Source: an optimization exercise on an open RTL-to-GDS flow (aim: small area). Production flows keep margins and buffers that such runs may drop.
Only simulation tests tie the RTL to the original design; equivalence was not proved.
Power and IR drop assume default switching activity.

Design drs_readout_top, start of the top module:
module drs_readout_top (
	input logic AD9222_FCO_P,
	input logic rst,
	input logic trig,
	input logic [drs_readout_pkg::N_CHIP-1:0] drs_srout,
	input logic [drs_readout_pkg::N_CHIP-1:0][drs_readout_pkg::ADC_W-1:0] adc_data,
	input logic tx_full,
	output logic drs_rsrload,
	output logic drs_srclk,
	output logic [7:0] tx_data,
	output logic tx_wr,
	output logic busy
);
	logic cell_shift;
	logic row_write;
	logic fmt;
	logic [4:0] pos;
	logic [8:0] byte_cnt;
	logic [7:0] event_cnt;
	drs_readout_pkg::adc_sample_t rd_word;
	readout_sequencer readout_sequencer_i (
		.AD9222_FCO_P(AD9222_FCO_P),
		.rst(rst),
		.trig(trig),
		.tx_full(tx_full),
		.drs_rsrload(drs_rsrload),
		.drs_srclk(drs_srclk),
		.busy(busy),
		.tx_wr(tx_wr),
		.cell_shift(cell_shift),
		.row_write(row_write),
		.fmt(fmt),
		.pos(pos),
		.byte_cnt(byte_cnt),
		.event_cnt(event_cnt)
	);
	sample_buffer sample_buffer_i (
		.AD9222_FCO_P(AD9222_FCO_P),
		.adc_data(adc_data),
		.drs_srout(drs_srout),
		.row_write(row_write),
		.cell_shift(cell_shift),
		.fmt(fmt),
		.tx_wr(tx_wr),
		.pos(pos),
		.byte_cnt(byte_cnt),
		.rd_word(rd_word)
	);
	event_formatter event_formatter_i (
		.byte_cnt(byte_cnt),
		.event_cnt(event_cnt),
		.rd_word(rd_word),
		.tx_data(tx_data)
	);
endmodule
For scale: roughly 3700 cells after synthesis, about 120 I/O pins, ~0.066 sq mm of cells after synthesis.
export LEC_CHECK = 0
export CAP_MARGIN = 20
export CORE_MARGIN = 2
export CORE_UTILIZATION = 65
export PLACE_DENSITY = 0.75
export SLEW_MARGIN = 20
create_clock -name core_clock -period 10.0 [get_ports {AD9222_FCO_P}]
standard.sh (not shown) runs the stock make flow with config.mk's settings and CLKGATE_MAP_FILE= SYNTH_SCRIPT=/design/flow/synth_recipe.tcl, a recipe that flattens the netlist after the stock synthesis.
==> flow/flow/run.sh <==
#!/bin/bash
# Standard layout, with small port buffers and a leaner clock tree (no dummy loads).
set -euo pipefail
export BUFFER_PORTS_ARGS="-buffer_cell sky130_fd_sc_hd__buf_1"
export CTS_ARGS="-sink_clustering_enable -repair_clock_nets -dont_use_dummy_load -buf_list sky130_fd_sc_hd__clkbuf_4 -sink_buffer_max_cap_derate 0.1 -sink_clustering_size 10 -sink_clustering_max_diameter 40"
bash standard.sh > standard.log 2>&1
Rerun with:
==> flow/flow/run.sh (replaced) <==
#!/bin/bash
# Standard layout, with small port buffers and a leaner clock tree (no dummy loads).
set -euo pipefail
export BUFFER_PORTS_ARGS="-buffer_cell sky130_fd_sc_hd__buf_1"
export CTS_ARGS="-sink_clustering_enable -repair_clock_nets -dont_use_dummy_load -buf_list sky130_fd_sc_hd__clkbuf_8 -sink_buffer_max_cap_derate 0.1 -sink_clustering_size 20 -sink_clustering_max_diameter 35"
bash standard.sh > standard.log 2>&1
--- a/flow/config.mk
+++ b/flow/config.mk
@@ -8,5 +8,5 @@
 export CAP_MARGIN = 20
 export CORE_MARGIN = 2
-export CORE_UTILIZATION = 65
-export PLACE_DENSITY = 0.75
+export CORE_UTILIZATION = 75
+export PLACE_DENSITY = 0.85
 export SLEW_MARGIN = 20
Outcome:
- wire length came out higher by 26%
- clock skew went down by 0.027 ns
- cell area is about the same
- non-clock buffer count drops by 2
- worst hold slack gets better by 0.051 ns
- final cell count came out lower by 5.5%
- fmax barely changes
- register-to-register slack is worse by 0.44 ns
- clock-buffer cell count shrinks by 147
- total power came out higher by 2.1%
Rerun with:
==> flow/flow/run.sh (replaced) <==
#!/bin/bash
# Standard layout, with small port buffers and a leaner clock tree (no dummy loads).
set -euo pipefail
export BUFFER_PORTS_ARGS="-buffer_cell sky130_fd_sc_hd__buf_1"
export CTS_ARGS="-sink_clustering_enable -repair_clock_nets -dont_use_dummy_load -buf_list sky130_fd_sc_hd__clkbuf_4 -sink_buffer_max_cap_derate 0.1 -sink_clustering_size 12 -sink_clustering_max_diameter 35"
bash standard.sh > standard.log 2>&1
--- a/flow/config.mk
+++ b/flow/config.mk
@@ -8,5 +8,5 @@
 export CAP_MARGIN = 20
 export CORE_MARGIN = 2
-export CORE_UTILIZATION = 75
-export PLACE_DENSITY = 0.85
+export CORE_UTILIZATION = 65
+export PLACE_DENSITY = 0.75
 export SLEW_MARGIN = 20
=>
- The new run went through all stages and came out clean
- worst setup slack is worse by 0.021 ns
- wire length shrinks by 21%
- flip-flop and latch count is unchanged
- die area is higher by about 15%
- total power fell by 3.2%
- cell area came out lower by 0.43%
- critical path depth is unchanged
- clock-buffer cell count rises by 110
- global-route usage shrinks by 7.7 points
- area after synthesis is unchanged
- sequential share of layout area grows by 0.37 points

afterwards: timing with drivers on the ports:
In the flow no input, the clock included, has a driving cell. The finished layouts below were timed again as built, in two steps. Step 1, drivers: a clkbuf_16 drives AD9222_FCO_P and a buf_2 each remaining input, both assumed. Step 2 moves the port delays by t, midway between the first and last clock arrival at a register: inputs arrive t later, outputs are due t later. That takes back most of the time a late clock gives input paths. a / b / c = no drivers / after step 1 / after step 2; a / b = the first two.
| run | t (ns) | setup slack, ns | worst setup path at the end | worst register clock-pin slew, ns |
|---|---|---|---|---|
| the first run | 1.181 | 4.165 / 4.101 / 5.111 | input to output | 0.11 / 0.11 |
| the second run | 0.909 | 4.172 / 4.108 / 5.017 | register to output | 0.12 / 0.12 |
| the third run | 1.158 | 4.151 / 4.088 / 5.103 | input to output | 0.12 / 0.12 |
After both steps setup and hold are still met in every run listed.
